What follows belongs to an exercise in optimizing a design on an open flow for small area and a short achievable clock period; a production flow would make more cautious choices.
Where RTL was checked, it was by simulation tests only, not by an equivalence proof against the original.
Power and IR drop assume default switching activity.

Setup of maple:
// ctrl_unit
module ctrl_unit (
    input  logic               clk,
    input  logic               rst,
    input  logic [31:0]        pc,
    input  logic [31:0]        inst,
    input  logic [31:0]        imm,
    input  logic               alu_done,
    input  logic               mem_done,
    input  logic               jump_done,
    input  logic               is_jump,
    output logic               is_en,
    output logic [2:0]         imm_sel,
    output logic               alu_en,
    output logic               mem_en,
    output logic               jump_en,
    output logic [31:0]        pc_ctrl,
    output logic [31:0]        imm_ctrl,
    output logic [5-1:0] rs1_ctrl,
    output logic [5-1:0] rs2_ctrl,
    output logic [4:0]         jump_op,
    output logic [3:0]         alu_op,
    output logic               alu_use_pc,
    output logic               alu_use_imm,
    output logic               mem_we,
    output logic [2:0]         mem_bhw,
    output logic [2:0]         write_sel,
    output logic               reg_write,
    output logic [5-1:0] rd_ctrl
);
    logic [1:0]         dec_fu;
    logic [4:0]         dec_op;
    logic [4:0]         dec_dst, dec_src1, dec_src2;
    inst_decoder u_dec (
        .inst(inst), .fu(dec_fu), .op(dec_op), .dst(dec_dst),
        .src1(dec_src1), .src2(dec_src2), .imm_sel(imm_sel)
    );
    logic       b_a, b_m, b_j;       
    logic       d_a, d_m, d_j;       
    logic       p_a, p_m, p_j;       
    logic [4:0] dst_a, dst_m, dst_j;
    logic [1:0] t_a1, t_a2;          
    logic [1:0] t_m1, t_m2;          
    logic [1:0] t_j1, t_j2;          
    logic [1:0] w_am, w_ma, w_ja, w_jm;
    logic       jp;                  
    logic       stall, flush;
    logic       en_a, en_m, en_j, use0, use1;
    logic       g_a, g_m, g_j;       
    logic [31:0] pc0, imm0, pc1, imm1;
    logic [4:0]  s1_0, s2_0, s1_1, s2_1;
    logic [4:0]  op0;
    logic [3:0]  op1;                
    assign jump_en = en_j;
    assign alu_en  = en_a;
    assign mem_en  = en_m;
    assign pc_ctrl  = ({32{use0}} & pc0)  | ({32{use1}} & pc1);
    assign imm_ctrl = ({32{use0}} & imm0) | ({32{use1}} & imm1);
  ...
export LEC_CHECK = 0
export CAP_MARGIN = 20
export CORE_MARGIN = 2
export CORE_UTILIZATION = 65
export CTS_CLUSTER_DIAMETER = 200
export CTS_CLUSTER_SIZE = 25
export SETUP_SLACK_MARGIN = 1.7
export SLEW_MARGIN = 20
create_clock -name core_clock -period 5.0 [get_ports {clk}]
standard.sh (not shown) runs the stock make flow with config.mk's settings and CLKGATE_MAP_FILE= SYNTH_SCRIPT=/design/flow/synth_recipe.tcl, a recipe that flattens the netlist after the stock synthesis.
==> flow/flow/run.sh <==
#!/bin/bash
# Standard layout (standard.sh, all steps) with two changes:
# * plain buf_1 cells as the port buffers (the default pick is a slow delay buffer);
# * the platform's don't-use list extended with slow wide OR / AOI-style cells,
#   so that mapping and repair build the decode logic from faster gates.
# Registers come out of the standard synthesis unchanged.
set -euo pipefail
export BUFFER_PORTS_ARGS="-buffer_cell sky130_fd_sc_hd__buf_1"
PLATFORM_DONT_USE="sky130_fd_sc_hd__probe_p_8 sky130_fd_sc_hd__probec_p_8 sky130_fd_sc_hd__lpflow_bleeder_1 sky130_fd_sc_hd__lpflow_clkbufkapwr_1 sky130_fd_sc_hd__lpflow_clkbufkapwr_16 sky130_fd_sc_hd__lpflow_clkbufkapwr_2 sky130_fd_sc_hd__lpflow_clkbufkapwr_4 sky130_fd_sc_hd__lpflow_clkbufkapwr_8 sky130_fd_sc_hd__lpflow_clkinvkapwr_1 sky130_fd_sc_hd__lpflow_clkinvkapwr_16 sky130_fd_sc_hd__lpflow_clkinvkapwr_2 sky130_fd_sc_hd__lpflow_clkinvkapwr_4 sky130_fd_sc_hd__lpflow_clkinvkapwr_8 sky130_fd_sc_hd__lpflow_decapkapwr_12 sky130_fd_sc_hd__lpflow_decapkapwr_3 sky130_fd_sc_hd__lpflow_decapkapwr_4 sky130_fd_sc_hd__lpflow_decapkapwr_6 sky130_fd_sc_hd__lpflow_decapkapwr_8 sky130_fd_sc_hd__lpflow_inputiso0n_1 sky130_fd_sc_hd__lpflow_inputiso0p_1 sky130_fd_sc_hd__lpflow_inputiso1n_1 sky130_fd_sc_hd__lpflow_inputiso1p_1 sky130_fd_sc_hd__lpflow_inputisolatch_1 sky130_fd_sc_hd__lpflow_isobufsrc_1 sky130_fd_sc_hd__lpflow_isobufsrc_16 sky130_fd_sc_hd__lpflow_isobufsrc_2 sky130_fd_sc_hd__lpflow_isobufsrc_4 sky130_fd_sc_hd__lpflow_isobufsrc_8 sky130_fd_sc_hd__lpflow_isobufsrckapwr_16 sky130_fd_sc_hd__lpflow_lsbuf_lh_hl_isowell_tap_1 sky130_fd_sc_hd__lpflow_lsbuf_lh_hl_isowell_tap_2 sky130_fd_sc_hd__lpflow_lsbuf_lh_hl_isowell_tap_4 sky130_fd_sc_hd__lpflow_lsbuf_lh_isowell_4 sky130_fd_sc_hd__lpflow_lsbuf_lh_isowell_tap_1 sky130_fd_sc_hd__lpflow_lsbuf_lh_isowell_tap_2 sky130_fd_sc_hd__lpflow_lsbuf_lh_isowell_tap_4"
P=sky130_fd_sc_hd__
SLOW="${P}or3_* ${P}or3b_* ${P}or4_* ${P}or4b_* ${P}or4bb_* ${P}a2111o_* ${P}o41a_* ${P}a311o_* ${P}o311a_* ${P}o2111a_* ${P}a41o_* ${P}nor4_* ${P}nor4b_* ${P}nor4bb_* ${P}a2111oi_* ${P}o41ai_* ${P}and4bb_* ${P}and4b_*"
bash standard.sh "BUFFER_PORTS_ARGS=$BUFFER_PORTS_ARGS" "DONT_USE_CELLS=$PLATFORM_DONT_USE $SLOW" finish > standard_flow.log 2>&1
maple: done, clean on timing, DRC and antenna
Inputs modified between maple and quartz:
--- a/flow/flow/run.sh
+++ b/flow/flow/run.sh
@@ -3,4 +3,6 @@
 # * plain buf_1 cells as the port buffers (the default pick is a slow delay buffer);
-# * the platform's don't-use list extended with slow wide OR / AOI-style cells,
-#   so that mapping and repair build the decode logic from faster gates.
+# * the platform's don't-use list extended with slow cells: those that stack
+#   three or more transistors in series (wide OR/NOR, AOI/OAI with 3-input
+#   groups) and the two-stage AND/OR-style cells, so that mapping and repair
+#   build the decode logic from faster inverting gates.
 # Registers come out of the standard synthesis unchanged.
@@ -10,3 +12,3 @@
 P=sky130_fd_sc_hd__
-SLOW="${P}or3_* ${P}or3b_* ${P}or4_* ${P}or4b_* ${P}or4bb_* ${P}a2111o_* ${P}o41a_* ${P}a311o_* ${P}o311a_* ${P}o2111a_* ${P}a41o_* ${P}nor4_* ${P}nor4b_* ${P}nor4bb_* ${P}a2111oi_* ${P}o41ai_* ${P}and4bb_* ${P}and4b_*"
+SLOW="${P}or3_* ${P}or3b_* ${P}or4_* ${P}or4b_* ${P}or4bb_* ${P}a2111o_* ${P}o41a_* ${P}a311o_* ${P}o311a_* ${P}o2111a_* ${P}a41o_* ${P}nor4_* ${P}nor4b_* ${P}nor4bb_* ${P}a2111oi_* ${P}o41ai_* ${P}and4bb_* ${P}and4b_* ${P}a221oi_* ${P}a222oi_* ${P}a221o_* ${P}o221ai_* ${P}o221a_* ${P}o2111ai_* ${P}a311oi_* ${P}o311ai_* ${P}a41oi_* ${P}nor3_* ${P}nor3b_* ${P}o32ai_* ${P}o32a_* ${P}a32oi_* ${P}a32o_* ${P}a21o_* ${P}a211o_* ${P}a31o_* ${P}o21a_* ${P}o211a_* ${P}o31a_* ${P}or2_* ${P}and3_* ${P}and3b_* ${P}and4_* ${P}a21bo_* ${P}o21ba_* ${P}a2bb2o_* ${P}o2bb2a_*"
 bash standard.sh "BUFFER_PORTS_ARGS=$BUFFER_PORTS_ARGS" "DONT_USE_CELLS=$PLATFORM_DONT_USE $SLOW" finish > standard_flow.log 2>&1
Notes after the runs:
- Routed wire in quartz totals more than in maple.
- Clock power: quartz vs maple, no meaningful difference
- From maple to quartz the numbers moved as follows: register area ~0 delta, met3 usage +0.84 points, multi-input gate share of total cell area ~0 delta.
- Delta (quartz minus maple): wire length of the first global-routing pass picked up an extra 6.3%; switching power as a share of total power picked up an extra 0.77 points; met1 track demand over resource in global routing picked up an extra 2.9 points; multi-input combinational cell count picked up an extra 47.
Inputs modified between quartz and garnet:
--- a/flow/flow/run.sh
+++ b/flow/flow/run.sh
@@ -3,6 +3,5 @@
 # * plain buf_1 cells as the port buffers (the default pick is a slow delay buffer);
-# * the platform's don't-use list extended with slow cells: those that stack
-#   three or more transistors in series (wide OR/NOR, AOI/OAI with 3-input
-#   groups) and the two-stage AND/OR-style cells, so that mapping and repair
-#   build the decode logic from faster inverting gates.
+# * the platform's don't-use list extended with slow cells that stack three or
+#   more transistors in series (wide OR/NOR, AOI/OAI with 3-input groups), so
+#   that mapping and repair build the decode logic from faster gates.
 # Registers come out of the standard synthesis unchanged.
@@ -12,3 +11,3 @@
 P=sky130_fd_sc_hd__
-SLOW="${P}or3_* ${P}or3b_* ${P}or4_* ${P}or4b_* ${P}or4bb_* ${P}a2111o_* ${P}o41a_* ${P}a311o_* ${P}o311a_* ${P}o2111a_* ${P}a41o_* ${P}nor4_* ${P}nor4b_* ${P}nor4bb_* ${P}a2111oi_* ${P}o41ai_* ${P}and4bb_* ${P}and4b_* ${P}a221oi_* ${P}a222oi_* ${P}a221o_* ${P}o221ai_* ${P}o221a_* ${P}o2111ai_* ${P}a311oi_* ${P}o311ai_* ${P}a41oi_* ${P}nor3_* ${P}nor3b_* ${P}o32ai_* ${P}o32a_* ${P}a32oi_* ${P}a32o_* ${P}a21o_* ${P}a211o_* ${P}a31o_* ${P}o21a_* ${P}o211a_* ${P}o31a_* ${P}or2_* ${P}and3_* ${P}and3b_* ${P}and4_* ${P}a21bo_* ${P}o21ba_* ${P}a2bb2o_* ${P}o2bb2a_*"
+SLOW="${P}or3_* ${P}or3b_* ${P}or4_* ${P}or4b_* ${P}or4bb_* ${P}a2111o_* ${P}o41a_* ${P}a311o_* ${P}o311a_* ${P}o2111a_* ${P}a41o_* ${P}nor4_* ${P}nor4b_* ${P}nor4bb_* ${P}a2111oi_* ${P}o41ai_* ${P}and4bb_* ${P}and4b_* ${P}a221oi_* ${P}a222oi_* ${P}a221o_* ${P}o221ai_* ${P}o221a_* ${P}o2111ai_* ${P}a311oi_* ${P}o311ai_* ${P}a41oi_* ${P}nor3_* ${P}nor3b_* ${P}o32ai_* ${P}o32a_* ${P}a32oi_* ${P}a32o_*"
 bash standard.sh "BUFFER_PORTS_ARGS=$BUFFER_PORTS_ARGS" "DONT_USE_CELLS=$PLATFORM_DONT_USE $SLOW" finish > standard_flow.log 2>&1
Results
Between garnet and quartz, the difference in area fraction of clock buffers and clock inverters is negligible. From quartz to garnet the numbers moved as follows: cell count of the worst reg-to-reg path increased 1; combined global-route utilization of all metal layers decreased 1.1 points.
## Diff of input files: nickel against garnet
--- a/flow/config.mk
+++ b/flow/config.mk
@@ -12,3 +12,3 @@
 export CTS_CLUSTER_SIZE = 25
-export SETUP_SLACK_MARGIN = 1.7
+export SETUP_SLACK_MARGIN = 1.9
 export SLEW_MARGIN = 20
==> run notes <==
nickel vs. garnet: design area about even; cell depth of the worst setup path shows a reduction of 1; final standard cell utilization of the core about even.
Compared nickel against garnet; smallest setup slack after layout within noise.
No run of this note included a check of the RTL's function; only the layout flow was run.

---

Another version of the RTL of ctrl_unit (not shown whole).
Size in the first run: ~720 cells after synthesis, about 210 flip-flops, ~210 I/O pins, roughly 9400 um^2 of cells after synthesis.
==> flow/config.mk <==
export PLATFORM = sky130hd
export DESIGN_NAME = ctrl_unit
export DESIGN_NICKNAME = ctrl_unit
export VERILOG_FILES = /design/flow/design.v
export SDC_FILE = /design/flow/constraint.sdc
export NUM_CORES = 4
export LEC_CHECK = 0
export CAP_MARGIN = 20
export CORE_MARGIN = 2
export CORE_UTILIZATION = 65
export CTS_BUF_LIST = sky130_fd_sc_hd__clkbuf_8
export CTS_CLUSTER_DIAMETER = 200
export CTS_CLUSTER_SIZE = 14
export SETUP_SLACK_MARGIN = 1.9
export SLEW_MARGIN = 20
==> flow/constraint.sdc <==
create_clock -name core_clock -period 5.0 [get_ports {clk}]
set_input_delay 1.0000 -clock core_clock [delete_from_list [all_inputs] [get_ports {clk}]]
set_output_delay 1.0000 -clock core_clock [all_outputs]
set_load 0.01 [all_outputs]
==> flow/flow/run.sh <==
#!/bin/bash
# Standard layout (standard.sh, all steps) with two changes:
# * plain buf_1 cells as the port buffers (the default pick is a slow delay buffer);
# * the platform's don't-use list extended with slow wide OR / AOI-style cells,
#   so that mapping and repair build the decode logic from faster gates.
# Registers come out of the standard synthesis unchanged.
set -euo pipefail
export BUFFER_PORTS_ARGS="-buffer_cell sky130_fd_sc_hd__buf_1"
PLATFORM_DONT_USE="sky130_fd_sc_hd__probe_p_8 sky130_fd_sc_hd__probec_p_8 sky130_fd_sc_hd__lpflow_bleeder_1 sky130_fd_sc_hd__lpflow_clkbufkapwr_1 sky130_fd_sc_hd__lpflow_clkbufkapwr_16 sky130_fd_sc_hd__lpflow_clkbufkapwr_2 sky130_fd_sc_hd__lpflow_clkbufkapwr_4 sky130_fd_sc_hd__lpflow_clkbufkapwr_8 sky130_fd_sc_hd__lpflow_clkinvkapwr_1 sky130_fd_sc_hd__lpflow_clkinvkapwr_16 sky130_fd_sc_hd__lpflow_clkinvkapwr_2 sky130_fd_sc_hd__lpflow_clkinvkapwr_4 sky130_fd_sc_hd__lpflow_clkinvkapwr_8 sky130_fd_sc_hd__lpflow_decapkapwr_12 sky130_fd_sc_hd__lpflow_decapkapwr_3 sky130_fd_sc_hd__lpflow_decapkapwr_4 sky130_fd_sc_hd__lpflow_decapkapwr_6 sky130_fd_sc_hd__lpflow_decapkapwr_8 sky130_fd_sc_hd__lpflow_inputiso0n_1 sky130_fd_sc_hd__lpflow_inputiso0p_1 sky130_fd_sc_hd__lpflow_inputiso1n_1 sky130_fd_sc_hd__lpflow_inputiso1p_1 sky130_fd_sc_hd__lpflow_inputisolatch_1 sky130_fd_sc_hd__lpflow_isobufsrc_1 sky130_fd_sc_hd__lpflow_isobufsrc_16 sky130_fd_sc_hd__lpflow_isobufsrc_2 sky130_fd_sc_hd__lpflow_isobufsrc_4 sky130_fd_sc_hd__lpflow_isobufsrc_8 sky130_fd_sc_hd__lpflow_isobufsrckapwr_16 sky130_fd_sc_hd__lpflow_lsbuf_lh_hl_isowell_tap_1 sky130_fd_sc_hd__lpflow_lsbuf_lh_hl_isowell_tap_2 sky130_fd_sc_hd__lpflow_lsbuf_lh_hl_isowell_tap_4 sky130_fd_sc_hd__lpflow_lsbuf_lh_isowell_4 sky130_fd_sc_hd__lpflow_lsbuf_lh_isowell_tap_1 sky130_fd_sc_hd__lpflow_lsbuf_lh_isowell_tap_2 sky130_fd_sc_hd__lpflow_lsbuf_lh_isowell_tap_4"
P=sky130_fd_sc_hd__
SLOW="${P}or3_* ${P}or3b_* ${P}or4_* ${P}or4b_* ${P}or4bb_* ${P}a2111o_* ${P}o41a_* ${P}a311o_* ${P}o311a_* ${P}o2111a_* ${P}a41o_* ${P}nor4_* ${P}nor4b_* ${P}nor4bb_* ${P}a2111oi_* ${P}o41ai_* ${P}and4bb_* ${P}and4b_*"
bash standard.sh "BUFFER_PORTS_ARGS=$BUFFER_PORTS_ARGS" "DONT_USE_CELLS=$PLATFORM_DONT_USE $SLOW" finish > standard_flow.log 2>&1
==> next run, changes <==
Settings changed: CORE_UTILIZATION 65 to 78, CTS_BUF_LIST sky130_fd_sc_hd__clkbuf_8 to default, CTS_CLUSTER_SIZE 14 to 25, SETUP_SLACK_MARGIN 1.9 to 1.7.
The new run ran to the end with no violations.
Die area came out lower by 16%.
Core utilization goes up by 13 points.
Setup slack loses 0.042 ns.
Sequential share of layout area rose by 0.51 points.
Total power went up by 6.3%.
Fmax is lower by 1.3%.
Synthesized area stays the same.
Via count grows by 13%.
Global-route usage grows by 12 points.
Design area is lower by 1.1%.
==> next run, changes <==
==> flow/flow/run.sh (replaced) <==
#!/bin/bash
# Standard layout, with plain buf_1 cells as the port buffers (the default pick is a slow delay buffer).
set -euo pipefail
export BUFFER_PORTS_ARGS="-buffer_cell sky130_fd_sc_hd__buf_1"
bash standard.sh "BUFFER_PORTS_ARGS=$BUFFER_PORTS_ARGS" finish > standard_flow.log 2>&1
Settings changed: CORE_UTILIZATION 78 to 65, SETUP_SLACK_MARGIN 1.7 to 2.0.
=>
- The new run ran to the end with no violations
- clock skew grows by 0.011 ns
- count of clock-buffer cells in the layout is unchanged
- wire length shrinks by 23%
- critical path depth stays the same
- non-clock buffer count grows by 16
- cell area rose by 1.2%
==> next run, changes <==
==> flow/flow/run.sh (replaced) <==
#!/bin/bash
# Standard layout (standard.sh, all steps) with two changes:
# * plain buf_1 cells as the port buffers (the default pick is a slow delay buffer);
# * the platform's don't-use list extended with slow wide OR / AOI-style cells,
#   so that mapping and repair build the decode logic from faster gates.
# Registers come out of the standard synthesis unchanged.
set -euo pipefail
export BUFFER_PORTS_ARGS="-buffer_cell sky130_fd_sc_hd__buf_1"
PLATFORM_DONT_USE="sky130_fd_sc_hd__probe_p_8 sky130_fd_sc_hd__probec_p_8 sky130_fd_sc_hd__lpflow_bleeder_1 sky130_fd_sc_hd__lpflow_clkbufkapwr_1 sky130_fd_sc_hd__lpflow_clkbufkapwr_16 sky130_fd_sc_hd__lpflow_clkbufkapwr_2 sky130_fd_sc_hd__lpflow_clkbufkapwr_4 sky130_fd_sc_hd__lpflow_clkbufkapwr_8 sky130_fd_sc_hd__lpflow_clkinvkapwr_1 sky130_fd_sc_hd__lpflow_clkinvkapwr_16 sky130_fd_sc_hd__lpflow_clkinvkapwr_2 sky130_fd_sc_hd__lpflow_clkinvkapwr_4 sky130_fd_sc_hd__lpflow_clkinvkapwr_8 sky130_fd_sc_hd__lpflow_decapkapwr_12 sky130_fd_sc_hd__lpflow_decapkapwr_3 sky130_fd_sc_hd__lpflow_decapkapwr_4 sky130_fd_sc_hd__lpflow_decapkapwr_6 sky130_fd_sc_hd__lpflow_decapkapwr_8 sky130_fd_sc_hd__lpflow_inputiso0n_1 sky130_fd_sc_hd__lpflow_inputiso0p_1 sky130_fd_sc_hd__lpflow_inputiso1n_1 sky130_fd_sc_hd__lpflow_inputiso1p_1 sky130_fd_sc_hd__lpflow_inputisolatch_1 sky130_fd_sc_hd__lpflow_isobufsrc_1 sky130_fd_sc_hd__lpflow_isobufsrc_16 sky130_fd_sc_hd__lpflow_isobufsrc_2 sky130_fd_sc_hd__lpflow_isobufsrc_4 sky130_fd_sc_hd__lpflow_isobufsrc_8 sky130_fd_sc_hd__lpflow_isobufsrckapwr_16 sky130_fd_sc_hd__lpflow_lsbuf_lh_hl_isowell_tap_1 sky130_fd_sc_hd__lpflow_lsbuf_lh_hl_isowell_tap_2 sky130_fd_sc_hd__lpflow_lsbuf_lh_hl_isowell_tap_4 sky130_fd_sc_hd__lpflow_lsbuf_lh_isowell_4 sky130_fd_sc_hd__lpflow_lsbuf_lh_isowell_tap_1 sky130_fd_sc_hd__lpflow_lsbuf_lh_isowell_tap_2 sky130_fd_sc_hd__lpflow_lsbuf_lh_isowell_tap_4"
P=sky130_fd_sc_hd__
SLOW="${P}or3_* ${P}or3b_* ${P}or4_* ${P}or4b_* ${P}or4bb_* ${P}a2111o_* ${P}o41a_* ${P}a311o_* ${P}o311a_* ${P}o2111a_* ${P}a41o_* ${P}nor4_* ${P}nor4b_* ${P}nor4bb_* ${P}a2111oi_* ${P}o41ai_* ${P}and4bb_* ${P}and4b_*"
bash standard.sh "BUFFER_PORTS_ARGS=$BUFFER_PORTS_ARGS" "DONT_USE_CELLS=$PLATFORM_DONT_USE $SLOW" finish > standard_flow.log 2>&1
Settings changed: ABC_AREA from default to 1, SETUP_SLACK_MARGIN 2.0 to 1.9.
After rerunning: Final area came out higher by 4.3%; synthesized cell count went up by 31%; clock skew came out lower by 0.018 ns; clock-buffer cell count stays the same; die area rises by 4.0%.

what the ideal ports hide:
No port has a modelled driver above. Below, the same layouts with a new extraction and two added sets of constraints.
Step 1: set_driving_cell puts a clkbuf_16 on clk and a buf_2 on each other input, an assumption about the parent block.
Step 2, shift: input delay + t, output delay - t, t = (earliest + latest rising clock arrival at the registers) / 2. This alone moves slack from input paths to output paths.
Three values: ideal, step 1, step 2; two values: the first two.
run | t (ns) | slack for setup (ns) | worst hold slack (ns) | clock arrival spread, ns
maple | 0.496 | 1.704 / 1.683 / 1.537 | 0.482 / 0.482 / 0.482 | 0.023 / 0.022
quartz | 0.503 | 1.650 / 1.605 / 1.500 | 0.474 / 0.474 / 0.474 | 0.025 / 0.026
garnet | 0.509 | 1.650 / 1.610 / 1.572 | 0.474 / 0.474 / 0.474 | 0.023 / 0.022
nickel | 0.504 | 1.648 / 1.625 / 1.548 | 0.472 / 0.472 / 0.472 | 0.023 / 0.023
the first run of note 2 | 0.540 | 1.770 / 1.725 / 1.497 | 0.465 / 0.465 / 0.465 | 0.026 / 0.026
the second run of note 2 | 0.520 | 1.729 / 1.689 / 1.389 | 0.453 / 0.453 / 0.453 | 0.027 / 0.028
the third run of note 2 | 0.506 | 1.355 / 1.328 / 1.328 | 0.455 / 0.455 / 0.455 | 0.036 / 0.037
the fourth run of note 2 | 0.493 | 1.772 / 1.734 / 1.441 | 0.440 / 0.440 / 0.440 | 0.018 / 0.019
After both steps setup and hold are still met in every run listed. For the second run of note 2, which loses most, drivers alone change the setup slack by -0.040 ns; drivers and shift together by -0.340 ns.
